Background: an optimization exercise with open tools, aiming at small area, a short achievable clock period and few clock cycles per item. Do not read the settings as production practice. Where RTL was checked, it was by simulation tests only, not by an equivalence proof against the original. Power is estimated from default activity; no workload was simulated.

// midpoint_ellipse_rasterizer
module midpoint_ellipse_rasterizer
(
    input  logic         aclk,
    input  logic         aresetn,
    input  logic         s_tvalid,
    output logic         s_tready,
    input  logic [47:0]  s_tdata,
    input  logic [0:0]   s_tuser,
    output logic         m_tvalid,
    input  logic         m_tready,
    output logic [111:0] m_tdata,
    output logic         m_tlast
);
==> flow/config.mk <==
export PLATFORM = sky130hd
export DESIGN_NAME = midpoint_ellipse_rasterizer
export DESIGN_NICKNAME = midpoint_ellipse_rasterizer
export VERILOG_FILES = /design/flow/design.v
export SDC_FILE = /design/flow/constraint.sdc
export NUM_CORES = 4
export LEC_CHECK = 0
export CAP_MARGIN = 20
export CORE_MARGIN = 2
export CORE_UTILIZATION = 45
export SLEW_MARGIN = 20
==> flow/constraint.sdc <==
create_clock -name core_clock -period 10.0 [get_ports {aclk}]
set_input_delay 2.0000 -clock core_clock [delete_from_list [all_inputs] [get_ports {aclk}]]
set_output_delay 2.0000 -clock core_clock [all_outputs]
set_load 0.01 [all_outputs]
standard.sh (not shown) runs the stock make flow with config.mk's settings and CLKGATE_MAP_FILE= SYNTH_SCRIPT=/design/flow/synth_recipe.tcl, a recipe that flattens the netlist after the stock synthesis.
==> flow/flow/run.sh <==
#!/bin/bash
# The standard layout, with the repair steps aiming for more setup slack
# than the clock needs (the clock and constraints are unchanged).
set -euo pipefail
bash standard.sh SETUP_SLACK_MARGIN=6.0 finish > standard_flow.log 2>&1
Then changed:
--- a/flow/design.v
+++ b/flow/design.v
@@ -84,19 +84,19 @@
     wire lastdig  = (dig == 3'd0);
     wire pmfirst  = sPM & mfirst;
     wire addT     = pm2 | sPD;             
     wire d_m1 = &d;
     wire b1   = b1r;                                      
     wire b    = r2 ? (d[31] & ~(spend & d_m1)) : b1;      
     wire aT   = ~r2 | b;
     wire aW   = r2 | b;
-    wire [31:0] x0 = ({32{xT}} & T) | ({32{xW}} & W) | ({32{xH}} & H);
+    wire [31:0] x0 = ({32{xT & ~ent}} & T) | ({32{xW & ~ent}} & W) | ({32{xH | ent}} & H);
     logic [31:0] cand0, cand1;
-    mer_add  #(32) u_c0 (.a(d), .b(x0), .cin(c0r | (sF2 & fix)), .s(cand0));
+    mer_add  #(32) u_c0 (.a(d), .b(x0), .cin((c0r | (sF2 & fix)) & ~ent), .s(cand0));
     mer_add3 #(32) u_c1 (.a(d), .b(T), .c(W), .cin(spend), .s(cand1));
     logic [31:0] tadd, wadd;
     mer_add #(32) u_t (.a(T), .b(ent ? ~{12'b0, U} : {11'b0, U, 1'b0}), .cin(ent), .s(tadd));
     mer_add #(32) u_w (.a(W), .b(ent ? {12'b0, V} : {11'b0, V, 1'b0}), .cin(1'b0), .s(wadd));
     wire [31:0] u2 = {11'b0, U, 1'b0};
     wire [31:0] u1 = {12'b0, U};
     wire [31:0] uq = {14'b0, U[19:2]};
     wire [31:0] v1 = {12'b0, V};
@@ -249,20 +249,20 @@
             else if (m_tready) mv <= 1'b0;
             act <= act_n; r2 <= r2_n; pend <= pend_n; ent <= ent_n; first <= first_n;
             spend <= spend_n; fix <= fix_n; fixp <= fixp_n; rdy <= rdy_n;
             sPS <= sPS_n; sPR <= sPR_n; sPM <= sPM_n; sPD <= sPD_n; sF1 <= sF1_n; sF2 <= sF2_n; pm2 <= pm2_n;
             pos1 <= pos1_n; pos2 <= pos2_n; mfirst <= mfirst_n; dig <= dig_n; dg <= dg_n;
             idle <= idle_n;
             b1r  <= b1r_n;
             trkb <= idle_n & b1r_n;
-            xT   <= (idle_n & ~ent_n & ~r2_n) | (~idle_n & pos1_n) | pm2_n | sPD_n;
-            xW   <= (idle_n & ~ent_n & r2_n) | pw_n;
-            xH   <= sF1_n | (idle_n & ent_n);
-            c0r  <= pw_n | (idle_n & ~ent_n & spend_n);
+            xT   <= (idle_n & ~r2_n) | (~idle_n & pos1_n) | pm2_n | sPD_n;
+            xW   <= (idle_n & r2_n) | pw_n;
+            xH   <= sF1_n;
+            c0r  <= pw_n | (idle_n & spend_n);
             hA   <= idle_n | sF1_n | sF2_n;
             hA4  <= (macp_n | sPM_n) & ~mfirst_n;
             hBn  <= idle_n | sF2_n;
             hCv  <= idle_n;
             hBp  <= macp_n & dg_n[1];
             hCp  <= macp_n & dg_n[0];
             hBm  <= sPM_n & dg_n[1];
             hCm  <= sPM_n & dg_n[0];
After rerunning:
- The changed run produced a clean layout
- design area is higher by 1.7%
- area after synthesis is about the same
- sequential cell count went down by 1
- die area hardly moves
- wire length rises by 2.8%
- via count rises by 1.7%
- global-route usage climbs by 0.54 points
- core utilization climbs by 0.94 points
- total power went up by 13%
- sequential share of layout area went down by 0.50 points
- clock-buffer cell count goes up by 7
- worst setup slack is better by 6.4 ps
- combinational power came out higher by 24%
Function was not checked in any run of this note: the RTL went through the layout flow alone.

========
Setup of nickel:
The RTL this note starts from:
==> flow/design.v <==
package mer_pkg;
endpackage
module mer_add #(parameter int N = 32, parameter int L = (N > 32) ? 6 : (N > 16) ? 5 : (N > 8) ? 4 : 3)
(
    input  logic [N-1:0] a,
    input  logic [N-1:0] b,
    input  logic         cin,
    output logic [N-1:0] s
);
    logic [N-1:0] p, g0;
    logic [N-1:0] G [0:L];
    logic [N-1:0] P [0:L];
    assign p  = a ^ b;
    assign g0 = (a & b) | {{(N-1){1'b0}}, p[0] & cin};
    assign G[0] = g0;
    assign P[0] = p;
    for (genvar l = 0; l < L; l++) begin : lvl
        for (genvar i = 0; i < N; i++) begin : bt
            if (((i >> l) & 1) == 1) begin : comb
                localparam int J = ((i >> l) << l) - 1;
                assign G[l+1][i] = G[l][i] | (P[l][i] & G[l][J]);
                assign P[l+1][i] = P[l][i] & P[l][J];
            end else begin : pass
                assign G[l+1][i] = G[l][i];
                assign P[l+1][i] = P[l][i];
            end
        end
    end
    assign s = p ^ {G[L][N-2:0], cin};
endmodule
module mer_add3 #(parameter int N = 32)
(
    input  logic [N-1:0] a,
    input  logic [N-1:0] b,
    input  logic [N-1:0] c,
    input  logic         cin,
    output logic [N-1:0] s
);
    logic [N-1:0] x, y;
    assign x = a ^ b ^ c;
    assign y = (a & b) | (a & c) | (b & c);
    mer_add #(N) u_add (.a(x), .b({y[N-2:0], cin}), .cin(1'b0), .s(s));
endmodule
module midpoint_ellipse_rasterizer
(
    input  logic         aclk,
    input  logic         aresetn,
    input  logic         s_tvalid,
    output logic         s_tready,
    input  logic [47:0]  s_tdata,
    input  logic [0:0]   s_tuser,
    output logic         m_tvalid,
    input  logic         m_tready,
    output logic [111:0] m_tdata,
    output logic         m_tlast
);
    logic [31:0] d, T, W;
    logic [33:0] H;
    logic [19:0] U, V;
    logic [13:0] px, mx, py, my;
    logic        mv, lastr, rdy, act, r2, pend, ent, first, spend;
    logic        ryodd, rxodd, fix, fixp, zr;
    logic        sPS, sPR, sPM, sF1, sF2;    
    logic        pos1, pos2;                 
    logic        mfirst;                     
    logic [2:0]  dig;                        
    logic [1:0]  dg;                         
    logic        idle;
    logic        xT, xW, xH, c0r;
    logic        hA, hA4, hBn, hBp, hBm, hCv, hCp, hCm;
    logic [1:0]  hI;
    wire [9:0] in_rx = s_tdata[33:24];
    wire [9:0] in_ry = s_tdata[43:34];
    wire fire     = s_tvalid & rdy;
    wire is_start = fire & ~s_tuser[0];
    wire is_step  = fire & s_tuser[0];
    wire out_free = ~mv | m_tready;
    wire go       = ((is_step & act) | pend) & out_free & idle & ~ent;
    wire adv      = out_free | ~(pos1 | pos2);    
    wire mac      = sPS | sPR | sPM;
    wire lastdig  = (dig == 3'd0);
    wire pmfirst  = sPM & mfirst;
    wire d_m1 = &d;
    wire b1   = ~d[31];                                   
    wire b    = r2 ? (d[31] & ~(spend & d_m1)) : b1;      
    wire aT   = ~r2 | b;
    wire aW   = r2 | b;
    wire [31:0] x0 = ({32{xT & ~ent}} & T) | ({32{xW & ~ent}} & W) | ({32{xH}} & H[31:0]) | ({32{ent}} & H[33:2]);
    logic [31:0] cand0, cand1;
    mer_add  #(32) u_c0 (.a(d), .b(x0), .cin(c0r & ~ent), .s(cand0));
    mer_add3 #(32) u_c1 (.a(d), .b(T), .c(W), .cin(spend), .s(cand1));
    logic [31:0] tadd, wadd;
    mer_add #(32) u_t (.a(T), .b(ent ? ~{12'b0, U} : {11'b0, U, 1'b0}), .cin(ent), .s(tadd));
    mer_add #(32) u_w (.a(W), .b(ent ? {12'b0, V} : {11'b0, V, 1'b0}), .cin(1'b0), .s(wadd));
    wire [33:0] u2 = {13'b0, U, 1'b0};
    wire [33:0] u1 = {14'b0, U};
    wire [33:0] v1 = {14'b0, V};
    wire [33:0] v2 = {13'b0, V, 1'b0};
    wire [33:0] u4 = {12'b0, U, 2'b11};
    wire [33:0] v4 = {12'b0, V, 2'b00};
    wire [33:0] ha = ({34{hA}} & H) | ({34{hA4}} & {H[31:0], 2'b00}) | {32'b0, hI};
    wire [33:0] hb = ({34{hBn}} & ~{u4[33:2], fixp, fixp}) | ({34{hBp}} & u2) | ({34{hBm}} & ~u2);
    wire [33:0] hc = ({34{hCv & b1}} & v4) | ({34{hCp}} & u1) | ({34{hCm}} & ~u1);
    logic [33:0] hs;
    mer_add3 #(34) u_h (.a(ha), .b(hb), .c(hc), .cin(hBn & ~fixp), .s(hs));
    logic [33:0] e1x, e1y, e2x, e2y, es;
    wire  [33:0] et = {{2{T[31]}}, T};
    wire  [33:0] ew = {{2{W[31]}}, W};
    wire  [33:0] eu = ~u1;
    wire  [33:0] ev = b1 ? 34'b0 : ~v2;
    assign e1x = et ^ ew ^ eu;
    assign e1y = (et & ew) | (et & eu) | (ew & eu);
    assign e2x = e1x ^ {e1y[32:0], 1'b1} ^ ev;
    assign e2y = (e1x & {e1y[32:0], 1'b1}) | (e1x & ev) | ({e1y[32:0], 1'b1} & ev);
    mer_add #(34) u_e (.a(e2x), .b({e2y[32:0], ~b1}), .cin(1'b0), .s(es));
    wire enter = ~es[33];
    function automatic logic [2:0] topdig(input logic [9:0] m);
        if (m[9:8] != 0)      topdig = 3'd4;
        else if (m[7:6] != 0) topdig = 3'd3;
        else if (m[5:4] != 0) topdig = 3'd2;
        else if (m[3:2] != 0) topdig = 3'd1;
        else                  topdig = 3'd0;
    endfunction
    function automatic logic [1:0] digit(input logic [9:0] m, input logic [2:0] k);
        case (k)
            3'd0:    digit = m[1:0];
            3'd1:    digit = m[3:2];
            3'd2:    digit = m[5:4];
            3'd3:    digit = m[7:6];
            default: digit = m[9:8];
        endcase
    endfunction
    wire [9:0] mult_cur = sPM ? V[9:0] : U[9:0];
    wire [9:0] mult_nxt = V[9:0];       
    wire [2:0] top_nxt  = topdig(mult_nxt);
    wire [2:0] dig_nxt  = lastdig ? top_nxt : dig - 3'd1;
    wire [1:0] dg_nxt   = lastdig ? digit(mult_nxt, top_nxt) : digit(mult_cur, dig - 3'd1);
    wire [2:0] top_in   = topdig(in_ry);
    wire [13:0] px_n = px + 14'd1;
    wire [13:0] mx_n = mx - 14'd1;
    wire [13:0] py_n = py - 14'd1;
    wire [13:0] my_n = my + 14'd1;
    wire        yz_n = aW ? (py_n == my_n) : (py == my);    
    logic act_n, r2_n, pend_n, ent_n, first_n, spend_n, fix_n, fixp_n, rdy_n;
    logic sPS_n, sPR_n, sPM_n, sF1_n, sF2_n, pos1_n, pos2_n, mfirst_n;
    logic [2:0] dig_n;
    logic [1:0] dg_n;
    always_comb begin
        act_n = act; r2_n = r2; pend_n = pend; ent_n = ent; first_n = first;
        spend_n = spend; fix_n = fix; fixp_n = fixp; rdy_n = rdy;
        sPS_n = sPS; sPR_n = sPR; sPM_n = sPM; sF1_n = sF1; sF2_n = sF2;
        pos1_n = pos1; pos2_n = pos2; mfirst_n = mfirst; dig_n = dig; dg_n = dg;
        if (is_start) begin
            sPS_n = 1'b1; sPR_n = 1'b0; sPM_n = 1'b0; sF1_n = 1'b0; sF2_n = 1'b0;
            pos1_n = 1'b1; pos2_n = 1'b1; mfirst_n = 1'b1;
            dig_n = top_in; dg_n = digit(in_ry, top_in);
            act_n = 1'b0; r2_n = 1'b0; pend_n = 1'b0; ent_n = 1'b0; first_n = 1'b0;
            spend_n = 1'b0; fixp_n = 1'b0; rdy_n = 1'b0;
        end else if (~idle) begin
            if (pos1 & out_free)      pos1_n = 1'b0;
            else if (pos2 & out_free) pos2_n = 1'b0;
            if (adv) begin
                if (mac) begin
                    mfirst_n = lastdig;
                    dig_n    = dig_nxt;
                    dg_n     = dg_nxt;
                    if (lastdig) begin
                        sPS_n = 1'b0;
                        sPR_n = sPS;
                        sPM_n = sPR;
                        sF1_n = sPM;
                    end
                end
                if (sF1) begin
                    sF1_n = 1'b0; sF2_n = 1'b1;
                    fix_n = rxodd & cand0[31];
                end
                if (sF2) begin
                    sF2_n = 1'b0;
                    ent_n = zr;
                    act_n = ~zr | (py != my);
                    rdy_n = ~zr;
                    fixp_n = fix;
                end
            end
        end else if (ent) begin
            if (act) begin
                r2_n = 1'b1; first_n = 1'b1;
            end
            ent_n = 1'b0;
            rdy_n = ~pend;
        end else if (go) begin
            act_n   = ~yz_n;
            spend_n = first & ryodd & d[31] & ~d_m1;
            first_n = 1'b0;
            fixp_n  = 1'b0;
            pend_n  = 1'b0;
            ent_n   = enter & ~r2;
            rdy_n   = ~(enter & ~r2);
        end else if (is_step & act) begin
            pend_n = 1'b1;
            rdy_n  = 1'b0;
        end
    end
    wire idle_n = ~(sPS_n | sPR_n | sPM_n | sF1_n | sF2_n);
    wire macp_n = sPS_n | sPR_n;
    wire pw_n   = ~idle_n & ~pos1_n & pos2_n;      
    always_ff @(posedge aclk) begin
        if (!aresetn) begin
            mv   <= 1'b0;
            rdy  <= 1'b1;
            act  <= 1'b0;
            ent  <= 1'b0;
            pend <= 1'b0;
            spend <= 1'b0;
            first <= 1'b0;
            fixp <= 1'b0;
            sPS <= 1'b0; sPR <= 1'b0; sPM <= 1'b0; sF1 <= 1'b0; sF2 <= 1'b0;
            idle <= 1'b1;
            xT <= 1'b1; xW <= 1'b0; xH <= 1'b0; c0r <= 1'b0;
            hA <= 1'b1; hA4 <= 1'b0; hBn <= 1'b1; hCv <= 1'b1;
            hBp <= 1'b0; hCp <= 1'b0; hBm <= 1'b0; hCm <= 1'b0; hI <= 2'b00;
        end else begin
            if (go)            mv <= 1'b1;
            else if (m_tready) mv <= 1'b0;
            act <= act_n; r2 <= r2_n; pend <= pend_n; ent <= ent_n; first <= first_n;
            spend <= spend_n; fix <= fix_n; fixp <= fixp_n; rdy <= rdy_n;
            sPS <= sPS_n; sPR <= sPR_n; sPM <= sPM_n; sF1 <= sF1_n; sF2 <= sF2_n;
            pos1 <= pos1_n; pos2 <= pos2_n; mfirst <= mfirst_n; dig <= dig_n; dg <= dg_n;
            idle <= idle_n;
            xT   <= (idle_n & ~r2_n) | (~idle_n & pos1_n) | (sPM_n & mfirst_n);
            xW   <= (idle_n & r2_n) | pw_n;
            xH   <= sF1_n;
            c0r  <= sF2_n ? fix_n : (pw_n | (idle_n & spend_n));
            hA   <= idle_n | sF2_n;
            hA4  <= ((macp_n | sPM_n) & ~mfirst_n) | sF1_n;
            hBn  <= idle_n;
            hCv  <= idle_n;
            hBp  <= (macp_n & dg_n[1]) | sF1_n;
            hCp  <= (macp_n & dg_n[0]) | sF1_n;
            hBm  <= (sPM_n & dg_n[1]) | sF2_n;
            hCm  <= (sPM_n & dg_n[0]) | sF2_n;
            hI   <= sPM_n ? {dg_n[1] & dg_n[0], dg_n[1] ^ dg_n[0]} : 2'b00;
        end
    end
    always_ff @(posedge aclk) begin
        if (is_start) begin
            U     <= {10'b0, in_ry};
            V     <= {10'b0, in_rx};
            T     <= {22'b0, in_ry};
            W     <= ~{22'b0, in_ry};
            d     <= {4'b0, s_tdata[11:0], 4'b0, s_tdata[23:12]};
            rxodd <= in_rx[0];
            ryodd <= in_ry[0];
            zr    <= (in_rx == 10'd0) | (in_ry == 10'd0);
        end else if (~idle) begin
            if (pos1 & out_free) begin
                px <= cand0[29:16]; mx <= cand0[29:16]; py <= cand0[13:0];
            end else if (pos2 & out_free) begin
                my <= cand0[13:0];
            end
            if (adv) begin
                if (mac) H <= hs;
                if (pmfirst) d <= cand0;                                
                if (sPR & mfirst) T <= H[31:0];                         
                if (mac & lastdig) begin
                    if (sPS) begin                                      
                        U <= V;
                        V <= U;
                    end else if (sPR) begin                             
                        U <= hs[19:0];
                        d <= {14'b0, hs[19:2]};
                    end
                end
                if (sF1) begin                                          
                    H <= hs;
                    W <= {H[30:0], 1'b0};                               
                    d <= cand0;                                         
                    V <= U;                                             
                    U <= T[19:0];                                       
                end
                if (sF2) begin                                          
                    H <= hs;
                    d <= cand0;                                         
                    T <= tadd;                                          
                    W <= wadd;                                          
                end
            end
        end else if (ent) begin
            if (act) begin                                              
                d <= cand0;
                T <= tadd;
                W <= wadd;
            end
        end else if (go) begin
            d <= b ? cand1 : cand0;
            if (aT) begin T <= tadd; px <= px_n; mx <= mx_n; end
            if (aW) begin W <= wadd; py <= py_n; my <= my_n; end
            if (~r2) H <= hs;
            lastr <= yz_n;
        end
    end
    assign s_tready = rdy;
    assign m_tvalid = mv;
    assign m_tlast  = lastr;
    assign m_tdata  = {my, mx, my, px, py, mx, py, px};
endmodule
Settings: LEC_CHECK=0, CAP_MARGIN=20, CORE_MARGIN=2, CORE_UTILIZATION=45, SETUP_SLACK_MARGIN=5, SLEW_MARGIN=20; clock period 10.0 ns.
run.sh (not shown) runs the stock make flow with config.mk's settings and CLKGATE_MAP_FILE= SYNTH_SCRIPT=/design/flow/synth_recipe.tcl, a recipe that flattens the netlist after the stock synthesis.
Stock flow here: none of the scripts above is used.
Testbench counts of nickel, summed over its fixed seeds: cycles 19,090, items 16,698.
--- input diff nickel..juniper ---
--- a/flow/design.v
+++ b/flow/design.v
@@ -61,4 +61,5 @@
     logic        mv, lastr, rdy, act, r2, pend, ent, first, spend;
     logic        ryodd, rxodd, fix, fixp, zr;
+    logic        b1r;                        
     logic        sPS, sPR, sPM, sF1, sF2;    
     logic        pos1, pos2;                 
@@ -82,5 +83,5 @@
     wire pmfirst  = sPM & mfirst;
     wire d_m1 = &d;
-    wire b1   = ~d[31];                                   
+    wire b1   = b1r;                                      
     wire b    = r2 ? (d[31] & ~(spend & d_m1)) : b1;      
     wire aT   = ~r2 | b;
@@ -88,5 +89,5 @@
     wire [31:0] x0 = ({32{xT & ~ent}} & T) | ({32{xW & ~ent}} & W) | ({32{xH}} & H[31:0]) | ({32{ent}} & H[33:2]);
     logic [31:0] cand0, cand1;
-    mer_add  #(32) u_c0 (.a(d), .b(x0), .cin(c0r & ~ent), .s(cand0));
+    mer_add  #(32) u_c0 (.a(d), .b(x0), .cin((c0r | (sF2 & fix)) & ~ent), .s(cand0));
     mer_add3 #(32) u_c1 (.a(d), .b(T), .c(W), .cin(spend), .s(cand1));
     logic [31:0] tadd, wadd;
@@ -104,15 +105,13 @@
     logic [33:0] hs;
     mer_add3 #(34) u_h (.a(ha), .b(hb), .c(hc), .cin(hBn & ~fixp), .s(hs));
-    logic [33:0] e1x, e1y, e2x, e2y, es;
-    wire  [33:0] et = {{2{T[31]}}, T};
-    wire  [33:0] ew = {{2{W[31]}}, W};
-    wire  [33:0] eu = ~u1;
-    wire  [33:0] ev = b1 ? 34'b0 : ~v2;
-    assign e1x = et ^ ew ^ eu;
-    assign e1y = (et & ew) | (et & eu) | (ew & eu);
-    assign e2x = e1x ^ {e1y[32:0], 1'b1} ^ ev;
-    assign e2y = (e1x & {e1y[32:0], 1'b1}) | (e1x & ev) | ({e1y[32:0], 1'b1} & ev);
-    mer_add #(34) u_e (.a(e2x), .b({e2y[32:0], ~b1}), .cin(1'b0), .s(es));
-    wire enter = ~es[33];
+    logic [31:0] e1x, e1y, e2x, e2y, es;
+    wire  [31:0] eu = ~u1[31:0];
+    wire  [31:0] ev = b1 ? 32'b0 : ~v2[31:0];
+    assign e1x = T ^ W ^ eu;
+    assign e1y = (T & W) | (T & eu) | (W & eu);
+    assign e2x = e1x ^ {e1y[30:0], 1'b1} ^ ev;
+    assign e2y = (e1x & {e1y[30:0], 1'b1}) | (e1x & ev) | ({e1y[30:0], 1'b1} & ev);
+    mer_add #(32) u_e (.a(e2x), .b({e2y[30:0], ~b1}), .cin(1'b0), .s(es));
+    wire enter = ~es[31];
     function automatic logic [2:0] topdig(input logic [9:0] m);
         if (m[9:8] != 0)      topdig = 3'd4;
@@ -232,5 +231,5 @@
             xW   <= (idle_n & r2_n) | pw_n;
             xH   <= sF1_n;
-            c0r  <= sF2_n ? fix_n : (pw_n | (idle_n & spend_n));
+            c0r  <= pw_n | (idle_n & spend_n);
             hA   <= idle_n | sF2_n;
             hA4  <= ((macp_n | sPM_n) & ~mfirst_n) | sF1_n;
@@ -262,5 +261,5 @@
             if (adv) begin
                 if (mac) H <= hs;
-                if (pmfirst) d <= cand0;                                
+                if (pmfirst) begin d <= cand0; b1r <= ~cand0[31]; end                                
                 if (sPR & mfirst) T <= H[31:0];                         
                 if (mac & lastdig) begin
@@ -271,4 +270,5 @@
                         U <= hs[19:0];
                         d <= {14'b0, hs[19:2]};
+                        b1r <= 1'b1;
                     end
                 end
@@ -277,4 +277,5 @@
                     W <= {H[30:0], 1'b0};                               
                     d <= cand0;                                         
+                    b1r <= ~cand0[31];
                     V <= U;                                             
                     U <= T[19:0];                                       
@@ -283,4 +284,5 @@
                     H <= hs;
                     d <= cand0;                                         
+                    b1r <= ~cand0[31];
                     T <= tadd;                                          
                     W <= wadd;                                          
@@ -290,4 +292,5 @@
             if (act) begin                                              
                 d <= cand0;
+                b1r <= ~cand0[31];
                 T <= tadd;
                 W <= wadd;
@@ -295,4 +298,5 @@
         end else if (go) begin
             d <= b ? cand1 : cand0;
+            b1r <= ~(b ? cand1[31] : cand0[31]);
             if (aT) begin T <= tadd; px <= px_n; mx <= mx_n; end
             if (aW) begin W <= wadd; py <= py_n; my <= my_n; end
## What came out
juniper completed; timing, DRC and antenna clean
Where global-route wire length before repair is concerned, nickel is outperformed by juniper.
In the reports for juniper and nickel, the larger H-tree depth reported by CTS belongs to nickel.
Worst hold slack is lower on nickel
nickel → juniper: final standard cell count with taps included and fillers excluded went down, utilization did not really move, setup slack went up by 0.0048 ns.
| final instance area | lower: juniper |
| power density normalized to cell area | juniper vs nickel | about 9% lower |
Testbench counts of juniper, summed over its fixed seeds: cycles 19,090, items 16,698.

-- port drivers added, routing unchanged --
The results above use ideal ports. As a check the final layouts listed here were re-extracted and re-timed, cells and wires unchanged. Step 1 (the two cells are an assumption about what drives the block):
set clk [get_ports {aclk}]
set_driving_cell -lib_cell sky130_fd_sc_hd__clkbuf_16 $clk
set_driving_cell -lib_cell sky130_fd_sc_hd__buf_2 [delete_from_list [all_inputs] $clk]
Step 2 adds t to the input delays and takes it off the output delays; t is the mean of the earliest and latest rising clock arrival at the registers after step 1. Input paths then give back, and output paths get back, about the clock's delay inside the block. Slacks: ideal / step 1 / step 2; pairs: ideal / step 1.
| run | shift t [ns] | slack for setup (ns) | hold slack, ns | worst setup path after step 2 | worst register clock-pin slew, ns |
|---|---|---|---|---|---|
| the first run of note 1 | 0.615 | 5.847 / 5.847 / 5.467 | 0.511 / 0.511 / 0.511 | input to register | 0.07 / 0.07 |
| the second run of note 1 | 0.613 | 5.854 / 5.854 / 5.520 | 0.493 / 0.493 / 0.493 | input to register | 0.06 / 0.06 |
| nickel | 0.611 | 5.080 / 5.080 / 4.558 | 0.505 / 0.505 / 0.505 | input to register | 0.06 / 0.06 |
| juniper | 0.654 | 5.085 / 5.085 / 4.582 | 0.514 / 0.514 / 0.514 | input to register | 0.07 / 0.07 |
After both steps every run listed still meets setup and hold. For nickel, which loses most, drivers alone change the setup slack by 0.000 ns; drivers and shift together by -0.522 ns.
